From an optimization exercise on the open Yosys and OpenROAD flow, aimed at small area; shortcuts taken in it are not production practice. The RTL was checked by simulation tests, not by an equivalence proof against the original design.

==> inputs of trial 5 <==
==> flow/design.v <==
module face_erode #(
   parameter logic [11:0] H_DISP = 12'd480,
   parameter logic [11:0] V_DISP = 12'd272
) (
   input  logic        clk,
   input  logic        rst,
   input  logic        face_hsync,
   input  logic        face_vsync,
   input  logic [7:0]  face_data,
   input  logic        face_de,
   output logic        ero_hsync,
   output logic        ero_vsync,
   output logic [7:0]  ero_data,
   output logic        ero_de
);
   localparam int NW = int'(H_DISP) / 5;    
   logic [7:0]  r_chain [NW-1];    
   logic [7:0]  r_s;               
   logic [2:0]  r_ph;              
   logic [1:0]  r_row;             
   logic [1:0]  r_win;             
   logic        r_e;
   logic        r_hs_d1;
   logic        r_vs_d1;
   logic        r_de_d1;
   logic        r_ero;
   logic        w_b;
   logic [1:0]  w_t;
   logic [1:0]  w_tn;
   logic        w_c;
   logic [7:0]  w_s;
   logic        w_last;
   assign w_b    = |face_data;
   assign w_t    = (r_s >= 8'd162) ? 2'd2 : (r_s >= 8'd81) ? 2'd1 : 2'd0;
   assign w_c    = w_b & w_t[1];
   assign w_tn   = w_b ? (w_t[1] | w_t[0] ? 2'd2 : 2'd1) : 2'd0;
   assign w_s    = 8'(r_s * 3) + 8'(w_t * 13) + 8'(w_tn);
   assign w_last = (r_ph == 3'd4);
   always_ff @(posedge clk) begin
      if (face_de && w_last) begin
         r_chain[0] <= w_s;
         for (int i = 1; i < NW - 1; i++) r_chain[i] <= r_chain[i-1];
      end
   end
   always_ff @(posedge clk) begin
      if (face_de) r_s <= w_last ? r_chain[NW-2] : w_s;
   end
   always_ff @(posedge clk or posedge rst) begin
      if (rst) begin
         r_ph    <= 3'd0;
         r_row   <= 2'd0;
         r_win   <= 2'd0;
         r_e     <= 1'b0;
         r_hs_d1 <= 1'b0;
         r_vs_d1 <= 1'b0;
         r_de_d1 <= 1'b0;
      end else begin
         if (face_de) r_ph <= w_last ? 3'd0 : r_ph + 3'd1;
         if (face_vsync && !r_vs_d1) r_row <= 2'd0;
         else if (r_de_d1 && !face_de && !r_row[1]) r_row <= r_row + 2'd1;
         r_win   <= face_de ? {r_win[0], w_c} : 2'd0;
         r_e     <= face_de & w_c & (&r_win) & r_row[1];
         r_hs_d1 <= face_hsync;
         r_vs_d1 <= face_vsync;
         r_de_d1 <= face_de;
      end
   end
   always_ff @(posedge clk or posedge rst) begin
      if (rst) begin
         ero_hsync <= 1'b0;
         ero_vsync <= 1'b0;
         ero_de    <= 1'b0;
         r_ero     <= 1'b0;
      end else begin
         ero_hsync <= r_hs_d1;
         ero_vsync <= r_vs_d1;
         ero_de    <= r_de_d1;
         r_ero     <= r_e;
      end
   end
   assign ero_data = {8{r_ero}};
endmodule
==> flow/run.sh <==
#!/bin/bash
# synth_recipe.tcl (not shown) runs the flow's synth.tcl, then flattens the netlist and writes it again
# the make line also repeats each setting of config.mk as NAME=value (left out here)
make -C /OpenROAD-flow-scripts/flow DESIGN_CONFIG=/design/flow/config.mk WORK_HOME=/design/flow/orfs CLKGATE_MAP_FILE= SYNTH_SCRIPT=/design/flow/synth_recipe.tcl finish
==> flow/config.mk <==
export PLATFORM = sky130hd
export DESIGN_NAME = face_erode
export DESIGN_NICKNAME = face_erode
export VERILOG_FILES = /design/flow/design.v
export SDC_FILE = /design/flow/constraint.sdc
export NUM_CORES = 4
export LEC_CHECK = 0
export ABC_AREA = 1
export CAP_MARGIN = 20
export CORE_MARGIN = 2
export CORE_UTILIZATION = 70
export CTS_BUF_LIST = sky130_fd_sc_hd__clkbuf_4 sky130_fd_sc_hd__clkbuf_8
export CTS_CLUSTER_DIAMETER = 40
export CTS_CLUSTER_SIZE = 20
export PLACE_DENSITY = 0.8
export SLEW_MARGIN = 20
==> flow/constraint.sdc <==
create_clock -name core_clock -period 8.0 [get_ports {clk}]
set_input_delay 1.6000 -clock core_clock [delete_from_list [all_inputs] [get_ports {clk}]]
set_output_delay 1.6000 -clock core_clock [all_outputs]
set_load 0.01 [all_outputs]
==> build 51 (differences from trial 5) <==
==> flow/design.v, changed modules only <==
module face_erode #(
   parameter logic [11:0] H_DISP = 12'd480,
   parameter logic [11:0] V_DISP = 12'd272
) (
   input  logic        clk,
   input  logic        rst,
   input  logic        face_hsync,
   input  logic        face_vsync,
   input  logic [7:0]  face_data,
   input  logic        face_de,
   output logic        ero_hsync,
   output logic        ero_vsync,
   output logic [7:0]  ero_data,
   output logic        ero_de
);
   logic [11:0]       r_col;
   logic [11:0]       r_row;
   logic              r_wr_done;
   logic [H_DISP-1:0] r_lb1;
   logic [H_DISP-1:0] r_lb2;
   logic [2:0]        r_win_c1;
   logic [2:0]        r_win_c0;
   logic              r_e;
   logic              r_hs_d1;
   logic              r_vs_d1;
   logic              r_de_d1;
   logic              w_b;
   logic              w_r1;
   logic              w_r2;
   logic              w_de_fall;
   logic              w_vs_rise;
   logic              w_wr;
   logic              w_e;
   assign w_b       = |face_data;
   assign w_de_fall = r_de_d1 & ~face_de;
   assign w_vs_rise = face_vsync & ~r_vs_d1;
   assign w_wr      = face_de & ~r_wr_done;
   always_comb begin
      w_r1 = 1'b0;
      w_r2 = 1'b0;
      for (int i = 0; i < int'(H_DISP); i++) begin
         if (r_col == 12'(i)) begin
            w_r1 = r_lb1[i];
            w_r2 = r_lb2[i];
         end else begin
            w_r1 = w_r1;
            w_r2 = w_r2;
         end
      end
   end
   always_comb begin
      if ((r_row >= 12'd2) && (r_col >= 12'd2)) begin
         w_e = &{r_win_c1, r_win_c0, w_r2, w_r1, w_b};
      end else begin
         w_e = 1'b0;
      end
   end
   always_ff @(posedge clk or posedge rst) begin
      if (rst) begin
         r_col     <= 12'd0;
         r_row     <= 12'd0;
         r_wr_done <= 1'b0;
      end else begin
         if (face_de) begin
            if (r_col != H_DISP - 12'd1) begin
               r_col <= r_col + 12'd1;
            end else begin
               r_wr_done <= 1'b1;
            end
         end else if (w_de_fall) begin
            r_col     <= 12'd0;
            r_wr_done <= 1'b0;
         end
         if (w_vs_rise) begin
            r_row <= 12'd0;
         end else if (w_de_fall && (r_row != V_DISP - 12'd1)) begin
            r_row <= r_row + 12'd1;
         end
      end
   end
   always_ff @(posedge clk or posedge rst) begin
      if (rst) begin
         r_lb1 <= '0;
         r_lb2 <= '0;
      end else begin
         for (int i = 0; i < int'(H_DISP); i++) begin
            if (w_wr && (r_col == 12'(i))) begin
               r_lb2[i] <= r_lb1[i];
               r_lb1[i] <= w_b;
            end
         end
      end
   end
   always_ff @(posedge clk or posedge rst) begin
      if (rst) begin
         r_win_c1 <= 3'd0;
         r_win_c0 <= 3'd0;
         r_e      <= 1'b0;
         r_hs_d1  <= 1'b0;
         r_vs_d1  <= 1'b0;
         r_de_d1  <= 1'b0;
      end else begin
         if (face_de) begin
            r_win_c1 <= r_win_c0;
            r_win_c0 <= {w_r2, w_r1, w_b};
         end
         r_e     <= face_de & w_e;
         r_hs_d1 <= face_hsync;
         r_vs_d1 <= face_vsync;
         r_de_d1 <= face_de;
      end
   end
   always_ff @(posedge clk or posedge rst) begin
      if (rst) begin
         ero_hsync <= 1'b0;
         ero_vsync <= 1'b0;
         ero_de    <= 1'b0;
         ero_data  <= 8'h00;
      end else begin
         ero_hsync <= r_hs_d1;
         ero_vsync <= r_vs_d1;
         ero_de    <= r_de_d1;
         ero_data  <= (r_e & r_de_d1) ? 8'hFF : 8'h00;
      end
   end
endmodule
ABC_AREA = unset   (was 1)
CORE_UTILIZATION = 40   (was 70)
CTS_BUF_LIST = unset   (was sky130_fd_sc_hd__clkbuf_4 sky130_fd_sc_hd__clkbuf_8)
CTS_CLUSTER_DIAMETER = unset   (was 40)
CTS_CLUSTER_SIZE = unset   (was 20)
PLACE_DENSITY = unset   (was 0.8)
==> out/results.ini <==
[status]
status=finished clean

[power]
ir_drop_mv=0.166
p_leak_nw=25.0

[layout]
num-nonclk-buffers=210
top_regs=r_lb1 (480), r_lb2 (480)

[synth]
synth_simple_gate_area_share=0.166
yosysSeqAreaShare=0.483
yosysUniqueCellTypes=104

[die]
initial_core_util=0.404

[setup_path]
crit_start=r_col[0]$_DFFE_PP0P_

[route]
drtPass1Iterations=6

# the run above: build 51

==> out/results.ini <==
[synth]
yosysUniqueCellTypes=22
synth-edff-count=768
yosysSeqAreaShare=0.957

[die]
initial_core_util=0.711

[grt]
grt_remaining_overflow=0

[power]
ir_drop_mv=0.286
p_leak_nw=8.72

[status]
status=finished clean

[layout]
drive_gt1_frac=0.123
num-nonclk-buffers=31

[setup_path]
crit_start=face_data[5]

# the run above: trial 5

==> separate check: timing with driven ports <==
No port has a modelled driver above. Below, the same layouts with a new extraction and two added sets of constraints.
Step 1 assumes that a clkbuf_16 drives the clock port and a buf_2 every other input.
Step 2 moves the port delays by t, midway between the first and last clock arrival at a register: inputs arrive t later, outputs are due t later. That takes back most of the time a late clock gives input paths.
Three values: ideal ports, drivers, drivers and shift; two values: the first two.
run | t (ns) | slack for setup (ns) | hold slack, ns
trial 5 | 0.654 | 3.928 / 3.950 / 3.296 | 0.364 / 0.364 / 0.364
build 51 | 0.847 | 1.346 / 1.346 / 1.346 | 0.353 / 0.353 / 0.353
After both steps setup and hold are still met in every run listed. The setup slack of trial 5, which loses most, moves by +0.022 ns with the drivers and by -0.632 ns with both steps.
